From an optimization exercise on the open Yosys and OpenROAD flow, aimed at small area, a short achievable clock period and few clock cycles; shortcuts taken in it are not production practice. RTL that was checked went through simulation tests only; none was proved equivalent to the original. No functional check of the RTL was part of runs 2 to 6. No activity file was given, so power comes from the tool's default toggle rates.

==> flow/design.v, too long to show whole: its modules and the start of the top module <==
// module rtc_fields_to_epoch_seconds_unit: 1326 lines
module rtc_fields_to_epoch_seconds_unit (
  input  logic      clk,
  input  logic      rst,
  input  logic      start,
  output logic      busy,
  input  rfes_pkg::rfes_in_t  fields,
  output logic      done,
  output rfes_pkg::rfes_out_t result,
  input  logic      cfg_write,
  input  logic      cfg_index,
  input  logic      cfg_data
);
  // ...
==> flow/flow/run.sh <==
#!/bin/bash
# Standard layout, with the port buffers made of the smallest buffer cell and
# Yosys's generic fine-grained ABC pass skipped, so that the adders written as
# gates reach full-adder extraction as written.
set -euo pipefail
bash standard.sh SYNTH_ARGS=-noabc BUFFER_PORTS_ARGS="-buffer_cell sky130_fd_sc_hd__buf_1" finish > standard_flow.log 2>&1
==> flow/standard.sh <==
#!/bin/bash
# synth_recipe.tcl (not shown) runs the flow's synth.tcl, then flattens the netlist and writes it again
# the make line also repeats each setting of config.mk as NAME=value (left out here)
make -C /OpenROAD-flow-scripts/flow DESIGN_CONFIG=/design/flow/config.mk WORK_HOME=/design/flow/orfs CLKGATE_MAP_FILE= SYNTH_SCRIPT=/design/flow/synth_recipe.tcl "${@:-finish}"
==> flow/config.mk <==
export PLATFORM = sky130hd
export DESIGN_NAME = rtc_fields_to_epoch_seconds_unit
export DESIGN_NICKNAME = rtc_fields_to_epoch_seconds_unit
export VERILOG_FILES = /design/flow/design.v
export SDC_FILE = /design/flow/constraint.sdc
export NUM_CORES = 4
export LEC_CHECK = 0
export CAP_MARGIN = 20
export CORE_MARGIN = 2
export CORE_UTILIZATION = 40
export CTS_BUF_LIST = sky130_fd_sc_hd__clkbuf_8
export SETUP_SLACK_MARGIN = 4.5
export SLEW_MARGIN = 20
==> flow/constraint.sdc <==
create_clock -name core_clock -period 8.0 [get_ports {clk}]
set_input_delay 1.6000 -clock core_clock [delete_from_list [all_inputs] [get_ports {clk}]]
set_output_delay 1.6000 -clock core_clock [all_outputs]
set_load 0.01 [all_outputs]
==> implementation parameters, run 1 <==
Parameter                              Value

Layout
  Multi-input logic area ... 4383 µm²
  Largest register by flop count ... mon_q
  Sequential cell area ... 1929 µm²
  Clock network area share ... 2.538%
  Sequential cells ... 95
  Area added between synthesis and finish ... 13.41%
  Number of inverters outside the clock class in the layout ... 82

Setup path
  Start point of the critical path ... p_q_16
  List of cells traversed by the critical path ... ha_4 > o211ai_1 > nand2_2 > a311oi_4 > buf_6 > nor3_4 > or2_1 > a22o_1 > buf_2
  Worst-path fanout max ... 5
  Crit path DAT ... 2.19 ns
  Delay of the slowest cell on the worst path ... 0.33 ns
  Crit path depth ... 9

Clock network
  Number of buffers created by CTS ... 9
  Clock tree from TritonCTS ... done
  Cts hold-fix bufs ... 0

Timing
  Setup TNS ... 0 ns
  Slew Limit Fails ... 0
  Maximum operating frequency ... 0.2638 GHz
  Worst clock skew ... 0.02177 ns

Global route
  Wire length of the first global-routing pass ... 23520 µm
  Number of antenna violations at the first check in global routing ... 0
  Maximum number of pins on one net before global-route repair ... 28

Yosys
  Simple-gate share of the synthesized area ... 11.70%
  Most common cell in the netlist ... sky130_fd_sc_hd__dfxtp_1
  Arithmetic-cell share of the synthesized area counting full adders, half adders and majority gates ... 35.57%
  Most used flip-flop cell after synthesis ... sky130_fd_sc_hd__dfxtp_1
  Mean instance size in the synthesized netlist ... 10.23 µm²
  Post-synth EDFFs ... 0

Routing
  Drt drc ... 0
  Number of search-and-repair iterations in the first detailed-routing pass ... 4

Power
  Cell area power density ... 491.3 nW/µm²
  Internal portion of total power ... 2.092 mW

Outcome
  Run status ... timing/DRC/antenna clean

Hold path
  Cell depth of the worst min-delay path ... 0
Testbench counts, summed over its fixed seeds: cycles 2,112.
==> run 2, diff against run 1 <==
--- a/flow/design.v
+++ b/flow/design.v
@@ -925,44 +925,16 @@
   logic t410;
   logic t411;
   logic t412;
   logic t413;
   logic t414;
   logic t415;
   logic t416;
   logic t417;
-  logic t418;
-  logic t419;
-  logic t420;
-  logic t421;
-  logic t422;
-  logic t423;
-  logic t424;
-  logic t425;
-  logic t426;
-  logic t427;
-  logic t428;
-  logic t429;
-  logic t430;
-  logic t431;
-  logic t432;
-  logic t433;
-  logic t434;
-  logic t435;
-  logic t436;
-  logic t437;
-  logic t438;
-  logic t439;
-  logic t440;
-  logic t441;
-  logic t442;
-  logic t443;
-  logic t444;
-  logic t445;
   assign t161 = ~q_q[0] ^ day_q[0];
   assign t162 = ~q_q[0] & day_q[0];
   assign t163 = ~q_q[1] ^ day_q[1] ^ day_q[0];
   assign t164 = (~q_q[1] & day_q[1]) | (day_q[0] & (~q_q[1] ^ day_q[1]));
   assign t165 = ~q_q[2] ^ day_q[2];
   assign t166 = ~q_q[2] & day_q[2];
   assign t167 = ~q_q[3] ^ day_q[3] ^ day_q[2];
   assign t168 = (~q_q[3] & day_q[3]) | (day_q[2] & (~q_q[3] ^ day_q[3]));
@@ -1210,44 +1182,16 @@
   assign t410 = t328 ^ t382;
   assign t411 = t329 ^ t384;
   assign t412 = t330 ^ t391;
   assign t413 = t331 ^ t393;
   assign t414 = t332 ^ t395;
   assign t415 = t333 ^ t397;
   assign t416 = t334 ^ t399;
   assign t417 = t335 ^ t401;
-  assign t418 = t297 ^ t296;
-  assign t419 = t297 & t296;
-  assign t420 = t299 ^ t298;
-  assign t421 = t299 & t298;
-  assign t422 = t301 ^ t300;
-  assign t423 = t301 & t300;
-  assign t424 = t303 ^ t302;
-  assign t425 = t303 & t302;
-  assign t426 = t305 ^ t304;
-  assign t427 = t305 & t304;
-  assign t428 = t307 ^ t306;
-  assign t429 = t307 & t306;
-  assign t430 = t309 ^ t308;
-  assign t431 = t309 & t308;
-  assign t432 = t311 ^ t310;
-  assign t433 = t311 & t310;
-  assign t434 = t313 ^ t312;
-  assign t435 = t313 & t312;
-  assign t436 = t315 ^ t314;
-  assign t437 = t315 & t314;
-  assign t438 = t317 ^ t316;
-  assign t439 = t317 & t316;
-  assign t440 = t319 ^ t318;
-  assign t441 = t319 & t318;
-  assign t442 = q_q[1] ^ t320;
-  assign t443 = q_q[1] & t320;
-  assign t444 = q_q[2] ^ 1'b1;
-  assign t445 = q_q[2] & 1'b1;
   logic        v2_q;
   logic        err2_q;
   logic        lo_q_0;
   logic        lo_q_1;
   logic        lo_q_2;
   logic        lo_q_3;
   logic        lo_q_4;
   logic        lo_q_5;
@@ -1257,46 +1201,46 @@
   logic        lo_q_9;
   logic        lo_q_10;
   logic        lo_q_11;
   logic        lo_q_12;
   logic        lo_q_13;
   logic        lo_q_14;
   logic        lo_q_15;
   logic        cy_q;
-  logic        p_q_16;
-  logic        g_q_16;
-  logic        p_q_17;
-  logic        g_q_17;
-  logic        p_q_18;
-  logic        g_q_18;
-  logic        p_q_19;
-  logic        g_q_19;
-  logic        p_q_20;
-  logic        g_q_20;
-  logic        p_q_21;
-  logic        g_q_21;
-  logic        p_q_22;
-  logic        g_q_22;
-  logic        p_q_23;
-  logic        g_q_23;
-  logic        p_q_24;
-  logic        g_q_24;
-  logic        p_q_25;
-  logic        g_q_25;
-  logic        p_q_26;
-  logic        g_q_26;
-  logic        p_q_27;
-  logic        g_q_27;
-  logic        p_q_28;
-  logic        g_q_28;
-  logic        p_q_29;
-  logic        g_q_29;
-  logic        p_q_30;
-  logic        p_q_31;
+  logic        cs0_q_16;
+  logic        cs1_q_16;
+  logic        cs0_q_17;
+  logic        cs1_q_17;
+  logic        cs0_q_18;
+  logic        cs1_q_18;
+  logic        cs0_q_19;
+  logic        cs1_q_19;
+  logic        cs0_q_20;
+  logic        cs1_q_20;
+  logic        cs0_q_21;
+  logic        cs1_q_21;
+  logic        cs0_q_22;
+  logic        cs1_q_22;
+  logic        cs0_q_23;
+  logic        cs1_q_23;
+  logic        cs0_q_24;
+  logic        cs1_q_24;
+  logic        cs0_q_25;
+  logic        cs1_q_25;
+  logic        cs0_q_26;
+  logic        cs1_q_26;
+  logic        cs0_q_27;
+  logic        cs1_q_27;
+  logic        cs0_q_28;
+  logic        cs1_q_28;
+  logic        cs0_q_29;
+  logic        cs1_q_29;
+  logic        cs0_q_30;
+  logic        cs0_q_31;
   always_ff @(posedge clk) begin
     if (rst) begin
       v2_q <= 1'b0;
     end else begin
       v2_q <= v_q;
     end
   end
   always_ff @(posedge clk) begin
@@ -1313,47 +1257,75 @@
     lo_q_9 <= t410;
     lo_q_10 <= t411;
     lo_q_11 <= t412;
     lo_q_12 <= t413;
     lo_q_13 <= t414;
     lo_q_14 <= t415;
     lo_q_15 <= t416;
     cy_q <= t417;
-    p_q_16 <= t418;
-    g_q_16 <= t419;
-    p_q_17 <= t420;
-    g_q_17 <= t421;
-    p_q_18 <= t422;
-    g_q_18 <= t423;
-    p_q_19 <= t424;
-    g_q_19 <= t425;
-    p_q_20 <= t426;
-    g_q_20 <= t427;
-    p_q_21 <= t428;
-    g_q_21 <= t429;
-    p_q_22 <= t430;
-    g_q_22 <= t431;
-    p_q_23 <= t432;
-    g_q_23 <= t433;
-    p_q_24 <= t434;
-    g_q_24 <= t435;
-    p_q_25 <= t436;
-    g_q_25 <= t437;
-    p_q_26 <= t438;
-    g_q_26 <= t439;
-    p_q_27 <= t440;
-    g_q_27 <= t441;
-    p_q_28 <= t442;
-    g_q_28 <= t443;
-    p_q_29 <= t444;
-    g_q_29 <= t445;
-    p_q_30 <= q_q[3];
-    p_q_31 <= q_q[4];
+    cs0_q_16 <= t297;
+    cs1_q_16 <= t296;
+    cs0_q_17 <= t299;
+    cs1_q_17 <= t298;
+    cs0_q_18 <= t301;
+    cs1_q_18 <= t300;
+    cs0_q_19 <= t303;
+    cs1_q_19 <= t302;
+    cs0_q_20 <= t305;
+    cs1_q_20 <= t304;
+    cs0_q_21 <= t307;
+    cs1_q_21 <= t306;
+    cs0_q_22 <= t309;
+    cs1_q_22 <= t308;
+    cs0_q_23 <= t311;
+    cs1_q_23 <= t310;
+    cs0_q_24 <= t313;
+    cs1_q_24 <= t312;
+    cs0_q_25 <= t315;
+    cs1_q_25 <= t314;
+    cs0_q_26 <= t317;
+    cs1_q_26 <= t316;
+    cs0_q_27 <= t319;
+    cs1_q_27 <= t318;
+    cs0_q_28 <= q_q[1];
+    cs1_q_28 <= t320;
+    cs0_q_29 <= q_q[2];
+    cs1_q_29 <= 1'b1;
+    cs0_q_30 <= q_q[3];
+    cs0_q_31 <= q_q[4];
   end
+  logic t418;
+  logic t419;
+  logic t420;
+  logic t421;
+  logic t422;
+  logic t423;
+  logic t424;
+  logic t425;
+  logic t426;
+  logic t427;
+  logic t428;
+  logic t429;
+  logic t430;
+  logic t431;
+  logic t432;
+  logic t433;
+  logic t434;
+  logic t435;
+  logic t436;
+  logic t437;
+  logic t438;
+  logic t439;
+  logic t440;
+  logic t441;
+  logic t442;
+  logic t443;
+  logic t444;
+  logic t445;
   logic t446;
   logic t447;
   logic t448;
   logic t449;
   logic t450;
   logic t451;
   logic t452;
   logic t453;
@@ -1425,93 +1397,133 @@
   logic t519;
   logic t520;
   logic t521;
   logic t522;
   logic t523;
   logic t524;
   logic t525;
   logic t526;
-  assign t446 = g_q_16 | (p_q_16 & cy_q);
-  assign t447 = p_q_16 & 1'b0;
-  assign t448 = g_q_18 | (p_q_18 & g_q_17);
-  assign t449 = p_q_18 & p_q_17;
-  assign t450 = g_q_20 | (p_q_20 & g_q_19);
-  assign t451 = p_q_20 & p_q_19;
-  assign t452 = g_q_22 | (p_q_22 & g_q_21);
-  assign t453 = p_q_22 & p_q_21;
-  assign t454 = g_q_24 | (p_q_24 & g_q_23);
-  assign t455 = p_q_24 & p_q_23;
-  assign t456 = g_q_26 | (p_q_26 & g_q_25);
-  assign t457 = p_q_26 & p_q_25;
-  assign t458 = g_q_28 | (p_q_28 & g_q_27);
-  assign t459 = p_q_28 & p_q_27;
-  assign t460 = 1'b0 | (p_q_30 & g_q_29);
-  assign t461 = p_q_30 & p_q_29;
-  assign t462 = g_q_17 | (p_q_17 & t446);
-  assign t463 = p_q_17 & t447;
-  assign t464 = t448 | (t449 & t446);
-  assign t465 = t449 & t447;
-  assign t466 = g_q_21 | (p_q_21 & t450);
-  assign t467 = p_q_21 & t451;
-  assign t468 = t452 | (t453 & t450);
-  assign t469 = t453 & t451;
-  assign t470 = g_q_25 | (p_q_25 & t454);
-  assign t471 = p_q_25 & t455;
-  assign t472 = t456 | (t457 & t454);
-  assign t473 = t457 & t455;
-  assign t474 = g_q_29 | (p_q_29 & t458);
-  assign t475 = p_q_29 & t459;
-  assign t476 = t460 | (t461 & t458);
-  assign t477 = t461 & t459;
-  assign t478 = g_q_19 | (p_q_19 & t464);
-  assign t479 = p_q_19 & t465;
-  assign t480 = t450 | (t451 & t464);
-  assign t481 = t451 & t465;
+  logic t527;
+  logic t528;
+  logic t529;
+  logic t530;
+  logic t531;
+  logic t532;
+  assign t418 = cy_q ^ cy_q;
+  assign t419 = cs0_q_16 ^ cs1_q_16;
+  assign t420 = cs0_q_17 ^ cs1_q_17;
+  assign t421 = cs0_q_18 ^ cs1_q_18;
+  assign t422 = cs0_q_19 ^ cs1_q_19;
+  assign t423 = cs0_q_20 ^ cs1_q_20;
+  assign t424 = cs0_q_21 ^ cs1_q_21;
+  assign t425 = cs0_q_22 ^ cs1_q_22;
+  assign t426 = cs0_q_23 ^ cs1_q_23;
+  assign t427 = cs0_q_24 ^ cs1_q_24;
+  assign t428 = cs0_q_25 ^ cs1_q_25;
+  assign t429 = cs0_q_26 ^ cs1_q_26;
+  assign t430 = cs0_q_27 ^ cs1_q_27;
+  assign t431 = cs0_q_28 ^ cs1_q_28;
+  assign t432 = cs0_q_29 ^ cs1_q_29;
+  assign t433 = cs0_q_30 ^ 1'b0;
+  assign t434 = cs0_q_31 ^ 1'b0;
+  assign t435 = cy_q & cy_q;
+  assign t436 = cs0_q_16 & cs1_q_16;
+  assign t437 = cs0_q_17 & cs1_q_17;
+  assign t438 = cs0_q_18 & cs1_q_18;
+  assign t439 = cs0_q_19 & cs1_q_19;
+  assign t440 = cs0_q_20 & cs1_q_20;
+  assign t441 = cs0_q_21 & cs1_q_21;
+  assign t442 = cs0_q_22 & cs1_q_22;
+  assign t443 = cs0_q_23 & cs1_q_23;
+  assign t444 = cs0_q_24 & cs1_q_24;
+  assign t445 = cs0_q_25 & cs1_q_25;
+  assign t446 = cs0_q_26 & cs1_q_26;
+  assign t447 = cs0_q_27 & cs1_q_27;
+  assign t448 = cs0_q_28 & cs1_q_28;
+  assign t449 = cs0_q_29 & cs1_q_29;
+  assign t450 = cs0_q_30 & 1'b0;
+  assign t451 = cs0_q_31 & 1'b0;
+  assign t452 = t436 | (t419 & t435);
+  assign t453 = t419 & t418;
+  assign t454 = t438 | (t421 & t437);
+  assign t455 = t421 & t420;
+  assign t456 = t440 | (t423 & t439);
+  assign t457 = t423 & t422;
+  assign t458 = t442 | (t425 & t441);
+  assign t459 = t425 & t424;
+  assign t460 = t444 | (t427 & t443);
+  assign t461 = t427 & t426;
+  assign t462 = t446 | (t429 & t445);
+  assign t463 = t429 & t428;
+  assign t464 = t448 | (t431 & t447);
+  assign t465 = t431 & t430;
+  assign t466 = t450 | (t433 & t449);
+  assign t467 = t433 & t432;
+  assign t468 = t437 | (t420 & t452);
+  assign t469 = t420 & t453;
+  assign t470 = t454 | (t455 & t452);
+  assign t471 = t455 & t453;
+  assign t472 = t441 | (t424 & t456);
+  assign t473 = t424 & t457;
+  assign t474 = t458 | (t459 & t456);
+  assign t475 = t459 & t457;
+  assign t476 = t445 | (t428 & t460);
+  assign t477 = t428 & t461;
+  assign t478 = t462 | (t463 & t460);
+  assign t479 = t463 & t461;
+  assign t480 = t449 | (t432 & t464);
+  assign t481 = t432 & t465;
   assign t482 = t466 | (t467 & t464);
   assign t483 = t467 & t465;
-  assign t484 = t468 | (t469 & t464);
-  assign t485 = t469 & t465;
-  assign t486 = g_q_27 | (p_q_27 & t472);
-  assign t487 = p_q_27 & t473;
-  assign t488 = t458 | (t459 & t472);
-  assign t489 = t459 & t473;
-  assign t490 = t474 | (t475 & t472);
-  assign t491 = t475 & t473;
-  assign t492 = t476 | (t477 & t472);
-  assign t493 = t477 & t473;
-  assign t494 = g_q_23 | (p_q_23 & t484);
-  assign t495 = p_q_23 & t485;
-  assign t496 = t454 | (t455 & t484);
-  assign t497 = t455 & t485;
-  assign t498 = t470 | (t471 & t484);
-  assign t499 = t471 & t485;
-  assign t500 = t472 | (t473 & t484);
-  assign t501 = t473 & t485;
-  assign t502 = t486 | (t487 & t484);
-  assign t503 = t487 & t485;
-  assign t504 = t488 | (t489 & t484);
-  assign t505 = t489 & t485;
-  assign t506 = t490 | (t491 & t484);
-  assign t507 = t491 & t485;
-  assign t508 = t492 | (t493 & t484);
-  assign t509 = t493 & t485;
-  assign t510 = 1'b0 | (p_q_31 & t508);
-  assign t511 = p_q_16 ^ cy_q;
-  assign t512 = p_q_17 ^ t446;
-  assign t513 = p_q_18 ^ t462;
-  assign t514 = p_q_19 ^ t464;
-  assign t515 = p_q_20 ^ t478;
-  assign t516 = p_q_21 ^ t480;
-  assign t517 = p_q_22 ^ t482;
-  assign t518 = p_q_23 ^ t484;
-  assign t519 = p_q_24 ^ t494;
-  assign t520 = p_q_25 ^ t496;
-  assign t521 = p_q_26 ^ t498;
-  assign t522 = p_q_27 ^ t500;
-  assign t523 = p_q_28 ^ t502;
-  assign t524 = p_q_29 ^ t504;
-  assign t525 = p_q_30 ^ t506;
-  assign t526 = p_q_31 ^ t508;
-  assign epoch = {t526, t525, t524, t523, t522, t521, t520, t519, t518, t517, t516, t515, t514, t513, t512, t511, lo_q_15, lo_q_14, lo_q_13, lo_q_12, lo_q_11, lo_q_10, lo_q_9, lo_q_8, lo_q_7, lo_q_6, lo_q_5, lo_q_4, lo_q_3, lo_q_2, lo_q_1, lo_q_0};
+  assign t484 = t439 | (t422 & t470);
+  assign t485 = t422 & t471;
+  assign t486 = t456 | (t457 & t470);
+  assign t487 = t457 & t471;
+  assign t488 = t472 | (t473 & t470);
+  assign t489 = t473 & t471;
+  assign t490 = t474 | (t475 & t470);
+  assign t491 = t475 & t471;
+  assign t492 = t447 | (t430 & t478);
+  assign t493 = t430 & t479;
+  assign t494 = t464 | (t465 & t478);
+  assign t495 = t465 & t479;
+  assign t496 = t480 | (t481 & t478);
+  assign t497 = t481 & t479;
+  assign t498 = t482 | (t483 & t478);
+  assign t499 = t483 & t479;
+  assign t500 = t443 | (t426 & t490);
+  assign t501 = t426 & t491;
+  assign t502 = t460 | (t461 & t490);
+  assign t503 = t461 & t491;
+  assign t504 = t476 | (t477 & t490);
+  assign t505 = t477 & t491;
+  assign t506 = t478 | (t479 & t490);
+  assign t507 = t479 & t491;
+  assign t508 = t492 | (t493 & t490);
+  assign t509 = t493 & t491;
+  assign t510 = t494 | (t495 & t490);
+  assign t511 = t495 & t491;
+  assign t512 = t496 | (t497 & t490);
+  assign t513 = t497 & t491;
+  assign t514 = t498 | (t499 & t490);
+  assign t515 = t499 & t491;
+  assign t516 = t451 | (t434 & t514);
+  assign t517 = t419 ^ t435;
+  assign t518 = t420 ^ t452;
+  assign t519 = t421 ^ t468;
+  assign t520 = t422 ^ t470;
+  assign t521 = t423 ^ t484;
+  assign t522 = t424 ^ t486;
+  assign t523 = t425 ^ t488;
+  assign t524 = t426 ^ t490;
+  assign t525 = t427 ^ t500;
+  assign t526 = t428 ^ t502;
+  assign t527 = t429 ^ t504;
+  assign t528 = t430 ^ t506;
+  assign t529 = t431 ^ t508;
+  assign t530 = t432 ^ t510;
+  assign t531 = t433 ^ t512;
+  assign t532 = t434 ^ t514;
+  assign epoch = {t532, t531, t530, t529, t528, t527, t526, t525, t524, t523, t522, t521, t520, t519, t518, t517, lo_q_15, lo_q_14, lo_q_13, lo_q_12, lo_q_11, lo_q_10, lo_q_9, lo_q_8, lo_q_7, lo_q_6, lo_q_5, lo_q_4, lo_q_3, lo_q_2, lo_q_1, lo_q_0};
   assign done   = v2_q;
   assign result = {epoch, err2_q};
 endmodule
==> run 2 against run 1 <==
Still clean on timing, DRC and antenna. Critical path depth decreased by 3. Combinational power grew 14%. Sequential cell count fell by 1. Core utilization rose by 0.44 points. Clock power up 11%. Routed wire length is 0.87% higher. Via count is 1.4% higher. Cell area up 3.9%. Clock skew down 0.0078 ns. Non-clock buffer count up 11. Area after synthesis rose by 1.6%. Worst hold slack hardly changed. Critical endpoint is now result[24].
==> implementation parameters, run 2 <==
Parameter                              Value

Layout
  Largest register by flop count ... mon_q (unchanged)
  Flip-flop count of the largest register, all copies and words added ... 12 (unchanged)
  FILL cells ... 1574 (unchanged)
  Area added between synthesis and finish ... 15.98% (was 13.41%)
  Total number of nets in the final design ... 923 (was 904)
  Ratio of cells with drive above 1 in the final layout ... 15.40% (was 14.03%)
  Leading cell types in the layout, fill and taps excluded ... 78 x sky130_fd_sc_hd__inv_1, 78 x sky130_fd_sc_hd__fa_1, 77 x sky130_fd_sc_hd__dfxtp_1, 72 x sky130_fd_sc_hd__buf_1, 46 x sky130_fd_sc_hd__ha_1 (was 81 x sky130_fd_sc_hd__inv_1, 81 x sky130_fd_sc_hd__dfxtp_1, 75 x sky130_fd_sc_hd__fa_1, 75 x sky130_fd_sc_hd__buf_1, 54 x sky130_fd_sc_hd__ha_1)
  Post-Layout Cell Count ... 954 (was 929)
  Biggest registers after layout ... mon_q: 12 flops, min_q: 6 flops, sec_q: 6 flops (unchanged)
  Diode insertion count for antenna repair ... 0 (unchanged)

Setup path
  Kind of critical path ... register to output port (unchanged)
  Element type at the critical path start ... register (unchanged)
  Element type at the critical path end ... output port (unchanged)
  Data required time at the worst endpoint ... 6.40 ns (about the same)
  Crit path DAT ... 2.26 ns (was 2.19 ns)
  Delay of the slowest cell on the worst path ... 0.49 ns (was 0.33 ns)
  List of cells traversed by the critical path ... ha_1 > a21o_1 > nand4_1 > a31oi_4 > fa_2 > buf_6 (was ha_4 > o211ai_1 > nand2_2 > a311oi_4 > buf_6 > nor3_4 > or2_1 > a22o_1 > buf_2)
  Highest-delay cell along the critical path ... sky130_fd_sc_hd__fa_2 (was sky130_fd_sc_hd__dfxtp_2)
  Worst reg2reg setup slack ... 4.47 ns (was 4.25 ns)
  Worst-path fanout max ... 3 (was 5)

Timing
  Slew Limit Fails ... 0 (unchanged)
  Final number of hold-violating endpoints ... 0 (unchanged)
  Relative slew margins ... 31.67% (was 43.75%)
  Maximum operating frequency ... 0.2590 GHz (was 0.2638 GHz)
  Worst clock skew ... 0.01397 ns (was 0.02177 ns)
  Period minus WS final ... 3.861 ns (was 3.790 ns)
  Transition at the pin with the smallest max-transition slack ... 1.023 ns (was 0.8426 ns)
  Share of the clock period used by the worst path after layout ... 48.26% (was 47.38%)
  Setup TNS ... 0 ns (unchanged)
  Setup repair after global routing missed its margin ... yes (unchanged)
  Total of endpoints with negative setup slack in the final report ... 0 (unchanged)

Job
  Number of max-capacitance violations reported ... 0 (unchanged)

Global route
  Number of global-route vias before repair ... 4919 (was 4829)
  Maximum number of pins on one net before global-route repair ... 35 (was 28)
  Global-route usage over all layers ... 16.95% (was 16.89%)
  Number of antenna violations at the first check in global routing ... 0 (unchanged)
  Wire length of the first global-routing pass ... 23990 µm (was 23520 µm)
  Total global routing overflow ... 0 (unchanged)

Routing
  Number of search-and-repair iterations in the first detailed-routing pass ... 4 (unchanged)
  Total detailed-routing wirelength ... 14320 µm (was 14200 µm)
  DR WL/cell ... 15.01 µm (was 15.28 µm)
  Drt drc ... 0 (unchanged)
  DR vias ... 4724 (was 4657)
  Vias per Instance ... 4.952 (was 5.013)
  Antenna-violating nets left ... 0 (unchanged)
  Violation count after the first detailed-route iteration ... 141 (was 179)

Die
  Standard-cell rows ... 47 (was 46)
  Height of the chip ... 133.5 µm (was 132.5 µm)
  Area enclosed by the die boundary ... 17830 µm² (was 17560 µm²)
  Top-level port count ... 89 (unchanged)
  CORE AREA ... 16470 µm² (was 16000 µm²)
  Initial standard-cell utilization of the core ... 40.75% (was 41.29%)
  Chip Width ... 133.5 µm (was 132.5 µm)

Place
  Estimated wirelength of the detail-placed design ... 11720 µm (was 11730 µm)
  Final estimated routing congestion in global placement ... 0.8782 (was 0.9107)
  Number of I/O port buffers ... 87 (unchanged)
  Count of placed standard cells including taps ... 920 (was 907)

Clock network
  Clock latency on the worst-skew pair ... 0.38 ns (was 0.39 ns)
  Clock sink count ... 94 (was 95)
  Clock Tree Buf Depth ... 2 (unchanged)
  Number of buffers created by CTS ... 9 (unchanged)
  Clock slew seen by the registers of the worst setup and hold paths ... 0.09 ns (was 0.08 ns)
  Htree depth ... 3 (unchanged)
  Buffer type at the clock tree root ... sky130_fd_sc_hd__clkbuf_8 (unchanged)
  Clock tree from TritonCTS ... done (unchanged)

Yosys
  Share of the synthesized area in the top cell type ... 28.04% (was 28.79%)
  Synth Net Count ... 853 (was 841)
  Share of synthesized registers carrying an async set or reset ... 0% (unchanged)
  Post-synth EDFFs ... 0 (unchanged)
  Most common cell in the netlist ... sky130_fd_sc_hd__dfxtp_1 (unchanged)
  Sequential element share of the synthesized area ... 28.04% (was 28.79%)
  Count of different cell masters after synthesis ... 60 (was 61)
  Largest area contributor in the netlist ... sky130_fd_sc_hd__dfxtp_1 (unchanged)
  Synthesized instance count ... 659 (was 646)
  Count of warnings emitted by yosys ... 1 (unchanged)
  Top cells by area in the synthesized netlist ... sky130_fd_sc_hd__dfxtp_1 28%, sky130_fd_sc_hd__fa_1 24%, sky130_fd_sc_hd__ha_1 11% (was sky130_fd_sc_hd__dfxtp_1 29%, sky130_fd_sc_hd__fa_1 24%, sky130_fd_sc_hd__ha_1 12%)
  Top cell types by occurrence after synthesis ... 94 x sky130_fd_sc_hd__dfxtp_1, 82 x sky130_fd_sc_hd__fa_1, 79 x sky130_fd_sc_hd__inv_1 (was 95 x sky130_fd_sc_hd__dfxtp_1, 82 x sky130_fd_sc_hd__inv_1, 78 x sky130_fd_sc_hd__fa_1)
  Post-synthesis instance area ... 6710 µm² (was 6606 µm²)
  Most used flip-flop cell after synthesis ... sky130_fd_sc_hd__dfxtp_1 (unchanged)
  Mean instance size in the synthesized netlist ... 10.18 µm² (was 10.23 µm²)
  Number of synthesized register bits ... 94 (was 95)

Power
  Cell area power density ... 522.1 nW/µm² (was 491.3 nW/µm²)
  Peak ir drop on the vdd network ... 0.3620 mV (was 0.3138 mV)
  Leakage ... 3.437 nW (was 3.339 nW)

Hold path
  Class of the most critical hold timing path ... register to register (unchanged)

Outcome
  Run status ... timing/DRC/antenna clean (unchanged)
==> run 2: cell count changes in the layout (fill, tap and decap cells not counted), sizes merged, moves of 4 or more <==
| cell | previous run | this run |
|---|---|---|
| buf | 93 | 105 |
| fa | 78 | 82 |
| or3 | 8 | 4 |
| ha | 63 | 58 |
| xor2 | 12 | 17 |
| nor3 | 9 | 16 |
| nand3 | 6 | 11 |
| nand4 | 4 | 8 |
| a21oi | 26 | 18 |
==> run 2: final cells by class <==
cell class | instances | area [µm²] | area share, %
Timing Repair Buffer | 105 | 499.2 | 6.415
Tap cell | 220 | 275.3 | 3.537
Multi-Input combinational cell | 439 | 4564 | 58.65
Clock inverter | 6 | 85.08 | 1.093
Sequential cell | 94 | 1918 | 24.65
Inverter | 80 | 302.8 | 3.891
Clock buffer | 10 | 137.6 | 1.768
==> run 2: metal layers <==
metal,vias up,global-route usage (%),wire length [µm]
met1,2256,23.19,6660
met4,0,7.092,355
met5,-,0,0
li1,2309,-,-
met3,20,2.321,697
met2,139,27.12,6606
==> run 2: logic make-up after synthesis <==
logic type                 count (synthesis)  synth area share (%)
other                                      1               0.05589
AOI/OAI and AO/OA                         99                 10.11
DFF                                       94                 28.04
xor gates and xnor gates                  33                 4.307
muxes                                      2                0.3356
adders and majority gates                140                 35.28
and+or+nand+nor                          164                 12.74
buffers and inverters                    126                 9.136
==> run 2: worst paths after layout <==
path | from | endpoint | depth (start not counted)
max | cs1_q_17 | result[24] | 6
min | sec_q[1] | lo_q_1 | 0
max reg2reg | q_q[4] | cy_q | 10
min reg2reg | sec_q[1] | lo_q_1 | 0
==> run 2: critical path, delay by kind of cell, from the launching register on <==
kind                     cells  cell delay, ns
adder cells (fa/ha/maj)      2            0.82
AO/OA/AOI/OAI                2            0.42
flip-flops                   1            0.35
AND/OR/NAND/NOR              1            0.16
buffers and inverters        1            0.13
==> run 2: power breakdown <==
| part | total [mW] | switching (mW) | internal, mW | leakage [nW] |
|---|---|---|---|---|
| sequential | 0.759 | 0.103 | 0.657 | 0.791 |
| combinational | 2.95 | 1.46 | 1.49 | 2.53 |
| clock | 0.351 | 0.167 | 0.184 | 0.119 |
| total | 4.06 | 1.73 | 2.33 | 3.44 |
==> run 2: through the flow <==
| stage | area, µm² | hold WS, ns | utilization [%] | setup slack (ns) | power, mW |
|---|---|---|---|---|---|
| global placement | 7002 | 0.3100 | 42.52 | 4.256 | 2.917 |
| floorplan | 6713 | 0.3096 | - | 4.514 | 2.599 |
| finish | 7782 | 0.3318 | 47.26 | 4.139 | 4.064 |
| detailed placement | 7002 | 0.3121 | 42.52 | 4.245 | 2.958 |
| global route | 7782 | 0.3396 | 47.26 | 4.032 | 4.476 |
| CTS | 7475 | 0.3325 | 45.40 | 4.121 | 3.647 |
==> run 2: repair_timing <==
| action | 4_1_cts | 5_1_grt |
|---|---|---|
| endpoints found under the setup margin | 20 | 22 |
| gates resized for setup | 53 | 47 |
| pin swaps | 20 | 23 |
| buffers inserted | 10 | 8 |
| hold buffers | 0 | 0 |
==> run 3, diff against run 2 <==
--- a/flow/config.mk
+++ b/flow/config.mk
@@ -11,3 +11,3 @@
 export CTS_BUF_LIST = sky130_fd_sc_hd__clkbuf_8
-export SETUP_SLACK_MARGIN = 4.5
+export SETUP_SLACK_MARGIN = 3.5
 export SLEW_MARGIN = 20
==> run 3 against run 2 <==
Combinational power is 26% lower. Clock skew increased by 0.0056 ns. Synthesized cell count stayed put. Power decreased by 19%. Largest power group unchanged. Still clean. Critical endpoint is now result[30]. Critical path depth up 1. Routed wire length is 2.4% lower.
==> implementation parameters, run 3 <==
Parameter                              Value

Yosys
  Count of warnings emitted by yosys ... 1 (unchanged)
  Largest area contributor in the netlist ... sky130_fd_sc_hd__dfxtp_1 (unchanged)
  Share of synthesized registers carrying an async set or reset ... 0% (unchanged)
  Post-synth EDFFs ... 0 (unchanged)
  Top cells by area in the synthesized netlist ... sky130_fd_sc_hd__dfxtp_1 28%, sky130_fd_sc_hd__fa_1 24%, sky130_fd_sc_hd__ha_1 11% (unchanged)
  Count of different cell masters after synthesis ... 60 (unchanged)
  Most common cell in the netlist ... sky130_fd_sc_hd__dfxtp_1 (unchanged)
  Share of the synthesized area in the top cell type ... 28.04% (unchanged)
  Synthesized instance count ... 659 (unchanged)
  Mean instance size in the synthesized netlist ... 10.18 µm² (unchanged)
  Most used flip-flop cell after synthesis ... sky130_fd_sc_hd__dfxtp_1 (unchanged)
  Number of synthesized register bits ... 94 (unchanged)
  Sequential element share of the synthesized area ... 28.04% (unchanged)
  Post-synthesis instance area ... 6710 µm² (unchanged)
  Synth Net Count ... 853 (unchanged)
  Top cell types by occurrence after synthesis ... 94 x sky130_fd_sc_hd__dfxtp_1, 82 x sky130_fd_sc_hd__fa_1, 79 x sky130_fd_sc_hd__inv_1 (unchanged)

Timing
  Setup repair after global routing missed its margin ... no (was yes)
  Transition at the pin with the smallest max-transition slack ... 1.064 ns (was 1.023 ns)
  Slew Limit Fails ... 0 (unchanged)
  Maximum operating frequency ... 0.2430 GHz (was 0.2590 GHz)
  WHS ... 0.3316 ns (was 0.3318 ns)
  Period minus WS final ... 4.116 ns (was 3.861 ns)
  Total of endpoints with negative setup slack in the final report ... 0 (unchanged)
  Setup TNS ... 0 ns (unchanged)
  Share of the clock period used by the worst path after layout ... 51.44% (was 48.26%)
  Final number of hold-violating endpoints ... 0 (unchanged)
  Worst clock skew ... 0.01962 ns (was 0.01397 ns)
  Relative slew margins ... 28.98% (was 31.67%)
  Post-layout worst setup margin ... 3.884 ns (was 4.139 ns)

Layout
  Most frequent standard cell in the layout excluding fill and tap cells ... sky130_fd_sc_hd__dfxtp_1
  Diode insertion count for antenna repair ... 0 (unchanged)
  Ratio of cells with drive above 1 in the final layout ... 3.357% (was 15.40%)
  Largest register by flop count ... mon_q (unchanged)
  FILL cells ... 1609 (was 1574)
  Leading cell types in the layout, fill and taps excluded ... 94 x sky130_fd_sc_hd__dfxtp_1, 87 x sky130_fd_sc_hd__buf_1, 82 x sky130_fd_sc_hd__fa_1, 79 x sky130_fd_sc_hd__inv_1, 58 x sky130_fd_sc_hd__ha_1 (was 78 x sky130_fd_sc_hd__inv_1, 78 x sky130_fd_sc_hd__fa_1, 77 x sky130_fd_sc_hd__dfxtp_1, 72 x sky130_fd_sc_hd__buf_1, 46 x sky130_fd_sc_hd__ha_1)
  Post-Layout Cell Count ... 935 (was 954)
  Design Area, Final ... 7229 µm² (was 7782 µm²)
  Total number of nets in the final design ... 905 (was 923)
  Area added between synthesis and finish ... 7.738% (was 15.98%)
  Util after Layout ... 43.91% (was 47.26%)
  Biggest registers after layout ... mon_q: 12 flops, min_q: 6 flops, sec_q: 6 flops (unchanged)
  Flip-flop count of the largest register, all copies and words added ... 12 (unchanged)

Hold path
  Class of the most critical hold timing path ... register to register (unchanged)
  Cell depth of the worst min-delay path ... 0 (unchanged)
  Startpoint of the worst hold path ... sec_q[1] (unchanged)
  Endpoint of the worst hold path ... lo_q_1 (unchanged)

Clock network
  Clock latency on the worst-skew pair ... 0.39 ns (was 0.38 ns)
  CTS resizes ... 0 (was 53)
  Number of buffers created by CTS ... 9 (unchanged)
  Clock Tree Buf Depth ... 2 (unchanged)
  Clock sink count ... 94 (unchanged)
  Clock slew seen by the registers of the worst setup and hold paths ... 0.10 ns (was 0.09 ns)
  Post-CTS setup buffer count ... 0 (was 10)
  Buffer type at the clock tree root ... sky130_fd_sc_hd__clkbuf_8 (unchanged)
  Cts hold-fix bufs ... 0 (unchanged)
  Clock tree from TritonCTS ... done (unchanged)
  Htree depth ... 3 (unchanged)

Die
  Height of the chip ... 133.5 µm (unchanged)
  Chip Width ... 133.5 µm (unchanged)
  CORE AREA ... 16470 µm² (unchanged)
  Standard-cell rows ... 47 (unchanged)
  Area enclosed by the die boundary ... 17830 µm² (unchanged)
  Top-level port count ... 89 (unchanged)
  Initial standard-cell utilization of the core ... 40.75% (unchanged)

Routing
  Vias per Instance ... 5.004 (was 4.952)
  Antenna-violating nets left ... 0 (unchanged)
  DR vias ... 4679 (was 4724)
  Total detailed-routing wirelength ... 13970 µm (was 14320 µm)
  Drt drc ... 0 (unchanged)
  Violation count after the first detailed-route iteration ... 192 (was 141)
  Number of search-and-repair iterations in the first detailed-routing pass ... 5 (was 4)
  DR WL/cell ... 14.95 µm (was 15.01 µm)

Power
  Switching power as a share of total power ... 44.65% (was 42.59%)
  Internal portion of total power ... 1.823 mW (was 2.333 mW)
  Final Power ... 3.294 mW (was 4.064 mW)
  Share of total power in the clock network ... 11.0% (was 8.6%)
  Cell area power density ... 455.6 nW/µm² (was 522.1 nW/µm²)
  Relative contribution of sequential cells to total power ... 22.6% (was 18.7%)
  Leakage ... 3.264 nW (was 3.437 nW)
  Peak ir drop on the vdd network ... 0.3151 mV (was 0.3620 mV)
  Switching power of the nets ... 1.471 mW (was 1.731 mW)
  Fraction of power consumed by combinational cells ... 66.4% (was 72.7%)

Global route
  Maximum number of pins on one net before global-route repair ... 35 (unchanged)
  Number of antenna violations at the first check in global routing ... 0 (unchanged)
  Global-route usage over all layers ... 16.32% (was 16.95%)
  Number of global-route vias before repair ... 4739 (was 4919)
  Wire length of the first global-routing pass ... 22690 µm (was 23990 µm)
  Total global routing overflow ... 0 (unchanged)

Setup path
  Reg-to-Reg Start ... mon_q[2] (was q_q[4])
  Kind of critical path ... register to output port (unchanged)
  Element type at the critical path start ... register (unchanged)
  Highest-delay cell along the critical path ... sky130_fd_sc_hd__fa_1 (was sky130_fd_sc_hd__fa_2)
  Crit Reg-Reg Endpoint ... cy_q (unchanged)
  Crit path DAT ... 2.52 ns (was 2.26 ns)
  Worst reg2reg setup slack ... 4.10 ns (was 4.47 ns)
  Start point of the critical path ... cy_q (was cs1_q_17)
  WP buf/inv ... 1 (unchanged)
  Cell family with most CP delay ... compound AO/OA/AOI/OAI gates (was adder cells)
  Count of cells along the worst register-to-register path ... 12 (was 10)
  List of cells traversed by the critical path ... fa_1 > a211oi_1 > o21ai_1 > a2111oi_1 > nor2_1 > xnor2_1 > buf_1 (was ha_1 > a21o_1 > nand4_1 > a31oi_4 > fa_2 > buf_6)
  Delay of the slowest cell on the worst path ... 0.48 ns (was 0.49 ns)
  Data required time at the worst endpoint ... 6.40 ns (about the same)
  Element type at the critical path end ... output port (unchanged)
  Worst-path fanout max ... 4 (was 3)
  Crit path depth ... 7 (was 6)

Job
  Number of max-capacitance violations reported ... 0 (unchanged)

Place
  Estimated wirelength of the detail-placed design ... 11890 µm (was 11720 µm)
  Count of placed standard cells including taps ... 920 (unchanged)
  Dpl ws ... 4.115 ns (was 4.245 ns)
  Dpl cell area ... 6999 µm² (was 7002 µm²)
  Number of I/O port buffers ... 87 (unchanged)
  Final estimated routing congestion in global placement ... 0.9329 (was 0.8782)

Outcome
  Run status ... timing/DRC/antenna clean (unchanged)
run 3: cell counts after synthesis:
Identical to the previous run, type by type.
run 3: final cells by class:
cell class,count,area [µm²],share of cell area (%)
inverter,80,300.3,4.154
tap,220,275.3,3.808
sequential,94,1882,26.03
clock buffer,11,151.4,2.094
clock inverter,4,77.57,1.073
multi-input combinational,439,4217,58.32
timing repair buffer,87,326.6,4.517
run 3: power groups by stage:
stage | logic, mW | clock network (mW) | registers [mW]
final | 2.19 | 0.361 | 0.745
after global placement | 2.14 | 0 | 0.756
after detailed placement | 2.21 | 0 | 0.760
after floorplan | 1.87 | 0 | 0.724
after CTS | 2.22 | 0.374 | 0.749
after global routing | 2.50 | 0.389 | 0.762
run 3: per-layer routing:
metal	global-route usage (%)	up-vias	share of wire, %
met5	0	-	0
met4	7.801	0	3.1
met3	2.778	25	4.9
met2	26.06	139	45
met1	21.62	2236	47
li1	-	2279	-
run 3: kinds of logic after synthesis:
| kind of cell | Yosys count | share of synthesized area (%) |
|---|---|---|
| and+or+nand+nor | 164 | 12.74 |
| adders and majority gates | 140 | 35.28 |
| buffers and inverters | 126 | 9.136 |
| AOI/OAI and AO/OA | 99 | 10.11 |
| DFF | 94 | 28.04 |
| xor gates and xnor gates | 33 | 4.307 |
| muxes | 2 | 0.3356 |
| other | 1 | 0.05589 |
run 3: worst max-delay path by stage:
| stage | slack (ns) | end |
|---|---|---|
| final | 3.88 | result[30] |
| after global routing | 3.63 | result[30] |
| after CTS | 3.74 | result[30] |
| after detailed placement | 4.11 | cy_q |
| after global placement | 4.25 | cy_q |
| after floorplan | 4.45 | result[30] |
==> run 4, diff against run 3 <==
--- a/flow/config.mk
+++ b/flow/config.mk
@@ -11,3 +11,3 @@
 export CTS_BUF_LIST = sky130_fd_sc_hd__clkbuf_8
-export SETUP_SLACK_MARGIN = 3.5
+export SETUP_SLACK_MARGIN = 3.0
 export SLEW_MARGIN = 20
==> run 4 against run 3 <==
Sequential share of layout area is essentially flat. Area after synthesis is the same. Clock power is essentially flat. Non-clock buffer count is the same. Combinational power is essentially flat. Cell area is essentially flat. Fmax shrank 2.0%. Clock skew is essentially flat. Highest routed layer unchanged. Critical path type unchanged. Sequential cell count is the same. Routed wire length grew 0.32%. Critical path depth is the same. Power is essentially flat.
==> implementation parameters, run 4 <==
Parameter                              Value

Outcome
  Run status ... timing/DRC/antenna clean (unchanged)

Routing
  Drt drc ... 0 (unchanged)
  Antenna-violating nets left ... 0 (unchanged)
  Number of search-and-repair iterations in the first detailed-routing pass ... 4 (was 5)
  Total detailed-routing wirelength ... 14020 µm (was 13970 µm)
  DR WL/cell ... 14.99 µm (was 14.95 µm)
  Vias per Instance ... 5.039 (was 5.004)
  DR vias ... 4711 (was 4679)
  Violation count after the first detailed-route iteration ... 193 (was 192)

Yosys
  Top cells by area in the synthesized netlist ... sky130_fd_sc_hd__dfxtp_1 28%, sky130_fd_sc_hd__fa_1 24%, sky130_fd_sc_hd__ha_1 11% (unchanged)
  Count of different cell masters after synthesis ... 60 (unchanged)
  Post-synthesis instance area ... 6710 µm² (unchanged)
  Sequential element share of the synthesized area ... 28.04% (unchanged)
  Most common cell in the netlist ... sky130_fd_sc_hd__dfxtp_1 (unchanged)
  Top cell types by occurrence after synthesis ... 94 x sky130_fd_sc_hd__dfxtp_1, 82 x sky130_fd_sc_hd__fa_1, 79 x sky130_fd_sc_hd__inv_1 (unchanged)
  Post-synth EDFFs ... 0 (unchanged)
  Count of warnings emitted by yosys ... 1 (unchanged)
  Mean instance size in the synthesized netlist ... 10.18 µm² (unchanged)
  Largest area contributor in the netlist ... sky130_fd_sc_hd__dfxtp_1 (unchanged)
  Number of synthesized register bits ... 94 (unchanged)
  Share of the synthesized area in the top cell type ... 28.04% (unchanged)
  Synthesized instance count ... 659 (unchanged)
  Share of synthesized registers carrying an async set or reset ... 0% (unchanged)
  Most used flip-flop cell after synthesis ... sky130_fd_sc_hd__dfxtp_1 (unchanged)
  Synth Net Count ... 853 (unchanged)

Global route
  Global-route usage over all layers ... 16.32% (unchanged)
  Most congested layer reported by global routing ... met2 (unchanged)
  Total global routing overflow ... 0 (unchanged)
  Number of global-route vias before repair ... 4739 (unchanged)
  Met1 layer usage reported by global route ... 21.62% (unchanged)
  Number of antenna violations at the first check in global routing ... 0 (unchanged)
  Met2 Use GR ... 26.06% (unchanged)
  Met3 Usage GRT ... 2.778% (unchanged)
  Maximum number of pins on one net before global-route repair ... 35 (unchanged)
  Wire length of the first global-routing pass ... 22690 µm (unchanged)

Clock network
  Post-CTS setup buffer count ... 0 (unchanged)
  Clock tree from TritonCTS ... done (unchanged)
  Htree depth ... 3 (unchanged)
  Clock Tree Buf Depth ... 2 (unchanged)
  Clock sink count ... 94 (unchanged)
  CTS resizes ... 0 (unchanged)
  Clock latency on the worst-skew pair ... 0.39 ns (about the same)
  Buffer type at the clock tree root ... sky130_fd_sc_hd__clkbuf_8 (unchanged)
  Cts hold-fix bufs ... 0 (unchanged)
  Number of buffers created by CTS ... 9 (unchanged)
  Clock slew seen by the registers of the worst setup and hold paths ... 0.10 ns (about the same)

Layout
  Util after Layout ... 43.90% (was 43.91%)
  Ratio of cells with drive above 1 in the final layout ... 3.357% (unchanged)
  Leading cell types in the layout, fill and taps excluded ... 94 x sky130_fd_sc_hd__dfxtp_1, 87 x sky130_fd_sc_hd__buf_1, 82 x sky130_fd_sc_hd__fa_1, 79 x sky130_fd_sc_hd__inv_1, 58 x sky130_fd_sc_hd__ha_1 (unchanged)
  Largest register by flop count ... mon_q (unchanged)
  Biggest registers after layout ... mon_q: 12 flops, min_q: 6 flops, sec_q: 6 flops (unchanged)
  Area added between synthesis and finish ... 7.720% (was 7.738%)
  Diode insertion count for antenna repair ... 0 (unchanged)
  Design Area, Final ... 7228 µm² (was 7229 µm²)
  Post-Layout Cell Count ... 935 (unchanged)
  Most frequent standard cell in the layout excluding fill and tap cells ... sky130_fd_sc_hd__dfxtp_1 (unchanged)
  Total number of nets in the final design ... 905 (unchanged)
  Flip-flop count of the largest register, all copies and words added ... 12 (unchanged)

Die
  Chip Width ... 133.5 µm (unchanged)
  Standard-cell rows ... 47 (unchanged)
  Top-level port count ... 89 (unchanged)
  CORE AREA ... 16470 µm² (unchanged)
  Area enclosed by the die boundary ... 17830 µm² (unchanged)
  Initial standard-cell utilization of the core ... 40.75% (unchanged)
  Height of the chip ... 133.5 µm (unchanged)

Setup path
  Crit path DAT ... 2.60 ns (was 2.52 ns)
  Element type at the critical path end ... output port (unchanged)
  Data required time at the worst endpoint ... 6.40 ns (about the same)
  Element type at the critical path start ... register (unchanged)
  Kind of critical path ... register to output port (unchanged)
  Worst-path fanout max ... 4 (unchanged)

Place
  Number of I/O port buffers ... 87 (unchanged)
  Dpl cell area ... 6999 µm² (unchanged)
  Count of placed standard cells including taps ... 920 (unchanged)
  Final estimated routing congestion in global placement ... 0.9329 (unchanged)
  Estimated wirelength of the detail-placed design ... 11890 µm (unchanged)

Timing
  Setup TNS ... 0 ns (unchanged)
  Worst clock skew ... 0.01966 ns (was 0.01962 ns)
  Total of endpoints with negative setup slack in the final report ... 0 (unchanged)
  Relative slew margins ... 29.07% (was 28.98%)
  Final number of hold-violating endpoints ... 0 (unchanged)
  Transition at the pin with the smallest max-transition slack ... 1.062 ns (was 1.064 ns)
  Period minus WS final ... 4.201 ns (was 4.116 ns)
  Setup repair after global routing missed its margin ... no (unchanged)
  Slew Limit Fails ... 0 (unchanged)
  Maximum operating frequency ... 0.2380 GHz (was 0.2430 GHz)
  Share of the clock period used by the worst path after layout ... 52.51% (was 51.44%)
  WHS ... 0.3316 ns (about the same)

Power
  Leakage ... 3.265 nW (was 3.264 nW)
  Share of total power in the clock network ... 11.0% (about the same)
  Fraction of power consumed by combinational cells ... 66.4% (about the same)
  Cell area power density ... 455.5 nW/µm² (was 455.6 nW/µm²)
  Peak ir drop on the vdd network ... 0.3151 mV (unchanged)
  Switching power of the nets ... 1.470 mW (was 1.471 mW)
  Switching power as a share of total power ... 44.65% (about the same)
  Relative contribution of sequential cells to total power ... 22.6% (about the same)
  Internal portion of total power ... 1.822 mW (was 1.823 mW)

Hold path
  Class of the most critical hold timing path ... register to register (unchanged)

Job
  Number of max-capacitance violations reported ... 0 (unchanged)
-- run 4: through the flow --
stage,power (mW),setup slack [ns]
6_report,3.292,3.799
5_1_grt,3.647,3.499
4_1_cts,3.343,3.739
3_5_place_dp,2.969,4.115
3_3_place_gp,2.898,4.247
2_1_floorplan,2.597,4.455
-- run 4: layout make-up --
| type | instances | area [µm²] |
|---|---|---|
| clock buffers | 11 | 151.4 |
| clock inverters | 4 | 77.57 |
| fillers | 1610 | 9238 |
| inverters | 80 | 300.3 |
| multi-input cells | 439 | 4215 |
| flip-flops and latches | 94 | 1882 |
| well taps | 220 | 275.3 |
| repair buffers | 87 | 326.6 |
-- run 4: cell families (layout without fill, tap and decap cells) --
family | count (synthesis) | count (layout) | synth area share [%]
fa+ha+maj | 140 | 140 | 35.28
xor+xnor | 33 | 33 | 4.307
compound gates | 99 | 99 | 10.11
buf+inv | 126 | 182 | 9.136
flops | 94 | 94 | 28.04
other cells | 1 | 1 | 0.05589
mux | 2 | 2 | 0.3356
simple gates | 164 | 164 | 12.74
-- run 4: per-layer routing --
layer	up-vias	part of all wire, %
met4	0	3.1
met1	2246	48
li1	2279	-
met5	-	0
met2	157	44
met3	29	4.9
-- run 4: worst max-delay path, stage by stage, from the launching register on --
cell and delay, ns:
sky130_fd_sc_hd__dfxtp_1 0.33, sky130_fd_sc_hd__fa_1 0.48, sky130_fd_sc_hd__a211oi_1 0.23, sky130_fd_sc_hd__o21ai_1 0.17
sky130_fd_sc_hd__a2111oi_0 0.56, sky130_fd_sc_hd__nor2_1 0.13, sky130_fd_sc_hd__xnor2_1 0.15, sky130_fd_sc_hd__buf_1 0.17
-- run 4: path summary, 6_finish.rpt --
check / startpoint / end / slack [ns] / cells past startpoint
max: cy_q / result[30] / 3.80 / 7
min: sec_q[1] / lo_q_1 / 0.33 / 0
min reg2reg: sec_q[1] / lo_q_1 / 0.33 / 0
max reg2reg: mon_q[2] / cy_q / 4.08 / 12
-- run 4: power by group through the flow --
| stage | registers (mW) | logic [mW] | clock network, mW |
|---|---|---|---|
| 3_5_place_dp | 0.760 | 2.21 | 0 |
| 6_report | 0.745 | 2.19 | 0.362 |
| 3_3_place_gp | 0.756 | 2.14 | 0 |
| 4_1_cts | 0.749 | 2.22 | 0.374 |
| 5_1_grt | 0.762 | 2.49 | 0.389 |
| 2_1_floorplan | 0.724 | 1.87 | 0 |
==> run 5, diff against run 4 <==
--- a/flow/config.mk
+++ b/flow/config.mk
@@ -11,3 +11,3 @@
 export CTS_BUF_LIST = sky130_fd_sc_hd__clkbuf_8
-export SETUP_SLACK_MARGIN = 3.0
+export SETUP_SLACK_MARGIN = 4.2
 export SLEW_MARGIN = 20
==> run 5 against run 4 <==
Still clean on timing, DRC and antenna. Global-route usage increased by 0.24 points. Area after synthesis unchanged. Clock skew about the same. Routed wire length increased by 3.1%. Cell area increased by 3.2%. Combinational power increased by 9.6%. Clock-buffer cell count unchanged. Sequential share of layout area decreased by 0.73 points. Non-clock buffer count increased by 6. Sequential power increased by 1%. Via count increased by 0.87%. Critical path type unchanged. Highest routed layer unchanged.
==> implementation parameters, run 5 <==
Parameter                              Value

Global route
  Global-route usage over all layers ... 16.56% (was 16.32%)
  Total global routing overflow ... 0 (unchanged)
  Number of global-route vias before repair ... 4761 (was 4739)
  Wire length of the first global-routing pass ... 23000 µm (was 22690 µm)
  Number of antenna violations at the first check in global routing ... 0 (unchanged)
  Maximum number of pins on one net before global-route repair ... 35 (unchanged)

Yosys
  Count of different cell masters after synthesis ... 60 (unchanged)
  Sequential element share of the synthesized area ... 28.04% (unchanged)
  Largest area contributor in the netlist ... sky130_fd_sc_hd__dfxtp_1 (unchanged)
  Share of the synthesized area in the top cell type ... 28.04% (unchanged)
  Post-synth EDFFs ... 0 (unchanged)
  Mean instance size in the synthesized netlist ... 10.18 µm² (unchanged)
  Synth Net Count ... 853 (unchanged)
  Most used flip-flop cell after synthesis ... sky130_fd_sc_hd__dfxtp_1 (unchanged)
  Most common cell in the netlist ... sky130_fd_sc_hd__dfxtp_1 (unchanged)
  Top cells by area in the synthesized netlist ... sky130_fd_sc_hd__dfxtp_1 28%, sky130_fd_sc_hd__fa_1 24%, sky130_fd_sc_hd__ha_1 11% (unchanged)
  Number of synthesized register bits ... 94 (unchanged)
  Share of synthesized registers carrying an async set or reset ... 0% (unchanged)
  Post-synthesis instance area ... 6710 µm² (unchanged)
  Count of warnings emitted by yosys ... 1 (unchanged)
  Top cell types by occurrence after synthesis ... 94 x sky130_fd_sc_hd__dfxtp_1, 82 x sky130_fd_sc_hd__fa_1, 79 x sky130_fd_sc_hd__inv_1 (unchanged)
  Synthesized instance count ... 659 (unchanged)

Timing
  Slew Limit Fails ... 0 (unchanged)
  Final number of hold-violating endpoints ... 0 (unchanged)
  Setup TNS ... 0 ns (unchanged)
  Setup repair after global routing missed its margin ... yes (was no)
  Total of endpoints with negative setup slack in the final report ... 0 (unchanged)
  Share of the clock period used by the worst path after layout ... 48.60% (was 52.51%)
  Relative slew margins ... 30.56% (was 29.07%)
  Period minus WS final ... 3.888 ns (was 4.201 ns)
  Worst clock skew ... 0.01938 ns (was 0.01966 ns)
  Maximum operating frequency ... 0.2572 GHz (was 0.2380 GHz)
  Transition at the pin with the smallest max-transition slack ... 1.040 ns (was 1.062 ns)

Routing
  Antenna-violating nets left ... 0 (unchanged)
  Violation count after the first detailed-route iteration ... 185 (was 193)
  Vias per Instance ... 5.050 (was 5.039)
  DR vias ... 4752 (was 4711)
  Total detailed-routing wirelength ... 14450 µm (was 14020 µm)
  Number of search-and-repair iterations in the first detailed-routing pass ... 4 (unchanged)
  DR WL/cell ... 15.36 µm (was 14.99 µm)
  Drt drc ... 0 (unchanged)

Layout
  Util after Layout ... 45.32% (was 43.90%)
  Sequential cell area ... 1888 µm² (was 1882 µm²)
  Most frequent standard cell in the layout excluding fill and tap cells ... sky130_fd_sc_hd__dfxtp_1 (unchanged)
  Biggest registers after layout ... mon_q: 12 flops, min_q: 6 flops, sec_q: 6 flops (unchanged)
  Largest register by flop count ... mon_q (unchanged)
  Leading cell types in the layout, fill and taps excluded ... 89 x sky130_fd_sc_hd__dfxtp_1, 79 x sky130_fd_sc_hd__inv_1, 79 x sky130_fd_sc_hd__fa_1, 77 x sky130_fd_sc_hd__buf_1, 54 x sky130_fd_sc_hd__ha_1 (was 94 x sky130_fd_sc_hd__dfxtp_1, 87 x sky130_fd_sc_hd__buf_1, 82 x sky130_fd_sc_hd__fa_1, 79 x sky130_fd_sc_hd__inv_1, 58 x sky130_fd_sc_hd__ha_1)
  Diode insertion count for antenna repair ... 0 (unchanged)
  Total number of nets in the final design ... 911 (was 905)
  Ratio of cells with drive above 1 in the final layout ... 9.293% (was 3.357%)
  FILL cells ... 1587 (was 1610)
  Design Area, Final ... 7462 µm² (was 7228 µm²)
  Area added between synthesis and finish ... 11.21% (was 7.720%)
  Multi-input logic area ... 4373 µm² (was 4215 µm²)
  Flip-flop count of the largest register, all copies and words added ... 12 (unchanged)

Die
  Area enclosed by the die boundary ... 17830 µm² (unchanged)
  Standard-cell rows ... 47 (unchanged)
  CORE AREA ... 16470 µm² (unchanged)
  Chip Width ... 133.5 µm (unchanged)
  Height of the chip ... 133.5 µm (unchanged)
  Initial standard-cell utilization of the core ... 40.75% (unchanged)
  Top-level port count ... 89 (unchanged)

Power
  Fraction of power consumed by combinational cells ... 68.2% (was 66.4%)
  Switching power as a share of total power ... 44.26% (was 44.65%)
  Switching power of the nets ... 1.556 mW (was 1.470 mW)
  Relative contribution of sequential cells to total power ... 21.5% (was 22.6%)
  Share of total power in the clock network ... 10.3% (was 11.0%)
  Leakage ... 3.339 nW (was 3.265 nW)
  Peak ir drop on the vdd network ... 0.3151 mV (about the same)
  Internal portion of total power ... 1.959 mW (was 1.822 mW)
  Cell area power density ... 471.0 nW/µm² (was 455.5 nW/µm²)

Clock network
  Buffer type at the clock tree root ... sky130_fd_sc_hd__clkbuf_8 (unchanged)
  Clock Tree Buf Depth ... 2 (unchanged)
  Cts hold-fix bufs ... 0 (unchanged)
  Number of buffers created by CTS ... 9 (unchanged)
  Clock latency on the worst-skew pair ... 0.39 ns (about the same)
  Clock sink count ... 94 (unchanged)
  Htree depth ... 3 (unchanged)
  Clock slew seen by the registers of the worst setup and hold paths ... 0.10 ns (about the same)
  Clock tree from TritonCTS ... done (unchanged)

Setup path
  Kind of critical path ... register to output port (unchanged)
  Element type at the critical path start ... register (unchanged)
  Crit path DAT ... 2.29 ns (was 2.60 ns)
  Data required time at the worst endpoint ... 6.40 ns (about the same)
  Element type at the critical path end ... output port (unchanged)
  Worst-path fanout max ... 3 (was 4)

Place
  Dpl cell area ... 6999 µm² (unchanged)
  Estimated wirelength of the detail-placed design ... 11890 µm (unchanged)
  Number of I/O port buffers ... 87 (unchanged)
  Final estimated routing congestion in global placement ... 0.9329 (unchanged)

Outcome
  Run status ... timing/DRC/antenna clean (unchanged)

Hold path
  Class of the most critical hold timing path ... register to register (unchanged)

Job
  Number of max-capacitance violations reported ... 0 (unchanged)
## run 5: final timing paths
kind | start | to | slack, ns | cells past startpoint
min | sec_q[1] | lo_q_1 | 0.33 | 0
max reg2reg | day_q[3] | cy_q | 4.27 | 11
max | cs1_q_16 | result[24] | 4.11 | 6
min reg2reg | sec_q[1] | lo_q_1 | 0.33 | 0
## run 5: cell type report
type                            count  share of cell area (%)
Clock buffer                       11                   2.029
Clock inverter                      4                   1.040
Multi-Input combinational cell    439                   58.60
Inverter                           80                   4.024
Tap cell                          220                   3.689
Sequential cell                    94                   25.30
Timing Repair Buffer               93                   5.315
## run 5: per-layer routing
metal,vias up,wire length [µm],track usage (%)
met5,-,0,0
met4,0,410,7.801
met3,23,628,2.778
met2,147,6559,26.63
met1,2291,6855,21.84
li1,2291,-,-
## run 5: power groups by stage
stage               logic [mW]  clock network [mW]  registers, mW
floorplan                 1.87                   0          0.724
global placement          2.14                   0          0.756
detailed placement        2.21                   0          0.760
CTS                       2.31               0.374          0.751
global route              2.70               0.390          0.773
finish                    2.40               0.362          0.755
## run 5: cell families after synthesis
logic type / Yosys count / synth area share, %
mux: 2 / 0.3356
xor+xnor: 33 / 4.307
compound gates: 99 / 10.11
flops: 94 / 28.04
fa+ha+maj: 140 / 35.28
buf+inv: 126 / 9.136
other cells: 1 / 0.05589
simple gates: 164 / 12.74
## run 5: what timing repair did
item | 4_1_cts | 5_1_grt
resized for setup | 25 | 23
pin swaps | 6 | 13
buffers inserted | 1 | 5
setup endpoints to repair | 11 | 15
## run 5: stage by stage
| stage | total power, mW | hold slack (ns) | setup slack, ns | cells |
|---|---|---|---|---|
| 3_5_place_dp | 2.969 | 0.3121 | 4.115 | 920 |
| 5_1_grt | 3.864 | 0.3392 | 4.024 | 941 |
| 4_1_cts | 3.437 | 0.3323 | 4.108 | 936 |
| 2_1_floorplan | 2.597 | 0.3096 | 4.455 | 659 |
| 3_3_place_gp | 2.898 | 0.3104 | 4.247 | 920 |
| 6_report | 3.514 | 0.3316 | 4.112 | 941 |
## run 5: worst max-delay path: stages, from the launching register on
cell,delay (ns)
sky130_fd_sc_hd__dfxtp_2,0.34
sky130_fd_sc_hd__fa_2,0.41
sky130_fd_sc_hd__a21o_1,0.18
sky130_fd_sc_hd__nand4_1,0.15
sky130_fd_sc_hd__a31oi_4,0.15
sky130_fd_sc_hd__fa_2,0.56
sky130_fd_sc_hd__buf_6,0.10
==> run 6, diff against run 5 <==
--- a/flow/config.mk
+++ b/flow/config.mk
@@ -11,3 +11,3 @@
 export CTS_BUF_LIST = sky130_fd_sc_hd__clkbuf_8
-export SETUP_SLACK_MARGIN = 4.2
+export SETUP_SLACK_MARGIN = 5.0
 export SLEW_MARGIN = 20
==> run 6 against run 5 <==
First-iteration DRC count decreased by 1.6%. Die area unchanged. Clock-buffer cell count decreased by 1. Setup slack improved by 0.043 ns. Sequential cell count unchanged. Area after synthesis unchanged.
==> implementation parameters, run 6 <==
Parameter                              Value

Die
  Top-level port count ... 89 (unchanged)
  Area enclosed by the die boundary ... 17830 µm² (unchanged)
  Height of the chip ... 133.5 µm (unchanged)
  CORE AREA ... 16470 µm² (unchanged)

Routing
  Met2 wire length ... 7227 µm (was 6559 µm)
  DR vias ... 4788 (was 4752)
  Vias per Instance ... 4.931 (was 5.050)
  Violation count after the first detailed-route iteration ... 182 (was 185)
  Antenna-violating nets left ... 0 (unchanged)

Timing
  Setup repair after global routing missed its margin ... yes (unchanged)
  Final number of hold-violating endpoints ... 0 (unchanged)
  Share of the clock period used by the worst path after layout ... 48.06% (was 48.60%)
  Period minus WS final ... 3.845 ns (was 3.888 ns)
  Worst clock skew ... 0.01378 ns (was 0.01938 ns)

Yosys
  Most common cell in the netlist ... sky130_fd_sc_hd__dfxtp_1 (unchanged)
  Top cells by area in the synthesized netlist ... sky130_fd_sc_hd__dfxtp_1 28%, sky130_fd_sc_hd__fa_1 24%, sky130_fd_sc_hd__ha_1 11% (unchanged)
  Share of synthesized registers carrying an async set or reset ... 0% (unchanged)
  Post-synthesis instance area ... 6710 µm² (unchanged)
  Synthesized instance count ... 659 (unchanged)
  Synth Net Count ... 853 (unchanged)
  Largest area contributor in the netlist ... sky130_fd_sc_hd__dfxtp_1 (unchanged)
  Most used flip-flop cell after synthesis ... sky130_fd_sc_hd__dfxtp_1 (unchanged)
  Sequential element share of the synthesized area ... 28.04% (unchanged)

Place
  Estimated wirelength of the detail-placed design ... 11950 µm (was 11890 µm)
  Number of I/O port buffers ... 87 (unchanged)
  Final estimated routing congestion in global placement ... 0.9180 (was 0.9329)
  Count of placed standard cells including taps ... 920 (unchanged)

Outcome
  Run status ... timing/DRC/antenna clean (unchanged)

Layout
  Biggest registers after layout ... mon_q: 12 flops, min_q: 6 flops, sec_q: 6 flops (unchanged)
  Diode insertion count for antenna repair ... 0 (unchanged)
  Ratio of cells with drive above 1 in the final layout ... 22.50% (was 9.293%)
  Util after Layout ... 49.00% (was 45.32%)
  Total number of nets in the final design ... 940 (was 911)
  Area added between synthesis and finish ... 20.25% (was 11.21%)
  FILL cells ... 1573 (was 1587)

Power
  Fraction of power consumed by combinational cells ... 75.2% (was 68.2%)
  Internal portion of total power ... 2.405 mW (was 1.959 mW)
  Peak ir drop on the vdd network ... 0.3045 mV (was 0.3151 mV)

Hold path
  Class of the most critical hold timing path ... register to register (unchanged)

Setup path
  Crit path DAT ... 2.24 ns (was 2.29 ns)
  Kind of critical path ... register to output port (unchanged)
  Element type at the critical path end ... output port (unchanged)

Clock network
  Clock sink count ... 94 (unchanged)
  Cts hold-fix bufs ... 0 (unchanged)
  Buffer type at the clock tree root ... sky130_fd_sc_hd__clkbuf_8 (unchanged)
  Htree depth ... 3 (unchanged)
  Clock slew seen by the registers of the worst setup and hold paths ... 0.08 ns (was 0.10 ns)

Global route
  Number of global-route vias before repair ... 4968 (was 4761)
  Total global routing overflow ... 0 (unchanged)
-- run 6: cell counts after synthesis --
No cell type changed its count.
-- run 6: stage by stage --
| stage | worst slack, ns | power, mW |
|---|---|---|
| 4_1_cts | 4.118 | 3.869 |
| 5_1_grt | 4.067 | 4.611 |
| 3_3_place_gp | 4.304 | 3.028 |
| 2_1_floorplan | 4.598 | 2.747 |
| 3_5_place_dp | 4.242 | 3.100 |
| 6_report | 4.155 | 4.190 |
-- run 6: metal layers --
layer / GRT usage, % / vias to the layer above
met3: 2.968 / 22
met2: 28.32 / 129
met1: 22.81 / 2284
met5: 0 / -
li1: - / 2353
met4: 7.447 / 0
-- run 6: path summary, 6_finish.rpt --
check / slack (ns) / end / start / cells past startpoint
max: 4.16 / result[24] / cy_q / 6
min: 0.33 / lo_q_0 / sec_q[0] / 0
max reg2reg: 4.40 / cy_q / day_q[3] / 11
min reg2reg: 0.33 / lo_q_0 / sec_q[0] / 0
-- run 6: kinds of logic (layout without fill, tap and decap cells) --
family	after synthesis	in the layout	synth area share (%)
compound gates	99	99	10.11
other cells	1	1	0.05589
fa+ha+maj	140	140	35.28
flops	94	94	28.04
xor+xnor	33	33	4.307
mux	2	2	0.3356
buf+inv	126	218	9.136
simple gates	164	164	12.74
-- run 6: power groups by stage --
stage	Combinational [mW]	Sequential, mW	Clock (mW)
after global routing	3.52	0.765	0.326
after detailed placement	2.34	0.761	0
final	3.15	0.748	0.292
after floorplan	2.02	0.730	0
after global placement	2.27	0.759	0
after CTS	2.82	0.744	0.306
-- run 6: worst max-delay path: stages (launching register included) --
cell	delay [ns]
sky130_fd_sc_hd__dfxtp_2	0.33
sky130_fd_sc_hd__fa_2	0.41
sky130_fd_sc_hd__a21o_1	0.20
sky130_fd_sc_hd__nand4_1	0.15
sky130_fd_sc_hd__a31oi_4	0.13
sky130_fd_sc_hd__fa_2	0.55
sky130_fd_sc_hd__buf_6	0.10
-- run 6: what timing repair did --
| item | CTS | global route |
|---|---|---|
| gates resized for setup | 68 | 49 |
| cloned | 0 | 0 |
| setup buffers | 24 | 11 |
| pin swaps | 29 | 41 |
| setup endpoints to repair | 26 | 26 |
-- run 6: cell type report --
type	instances	area, µm²	area share (%)
inverter	80	312.8	3.877
timing repair buffer	122	704.4	8.730
clock inverter	6	41.29	0.5117
sequential	94	1926	23.86
tap	220	275.3	3.411
multi-input combinational	439	4672	57.90
clock buffer	10	137.6	1.706

Re-timed with assumed drivers on the ports (clkbuf_16 on the clock, buf_2 on other inputs), run 6 has 4.120 ns of setup slack against 4.155 ns with ideal ports, and 4.396 ns once port delays also move by the mid clock arrival of 0.410 ns.
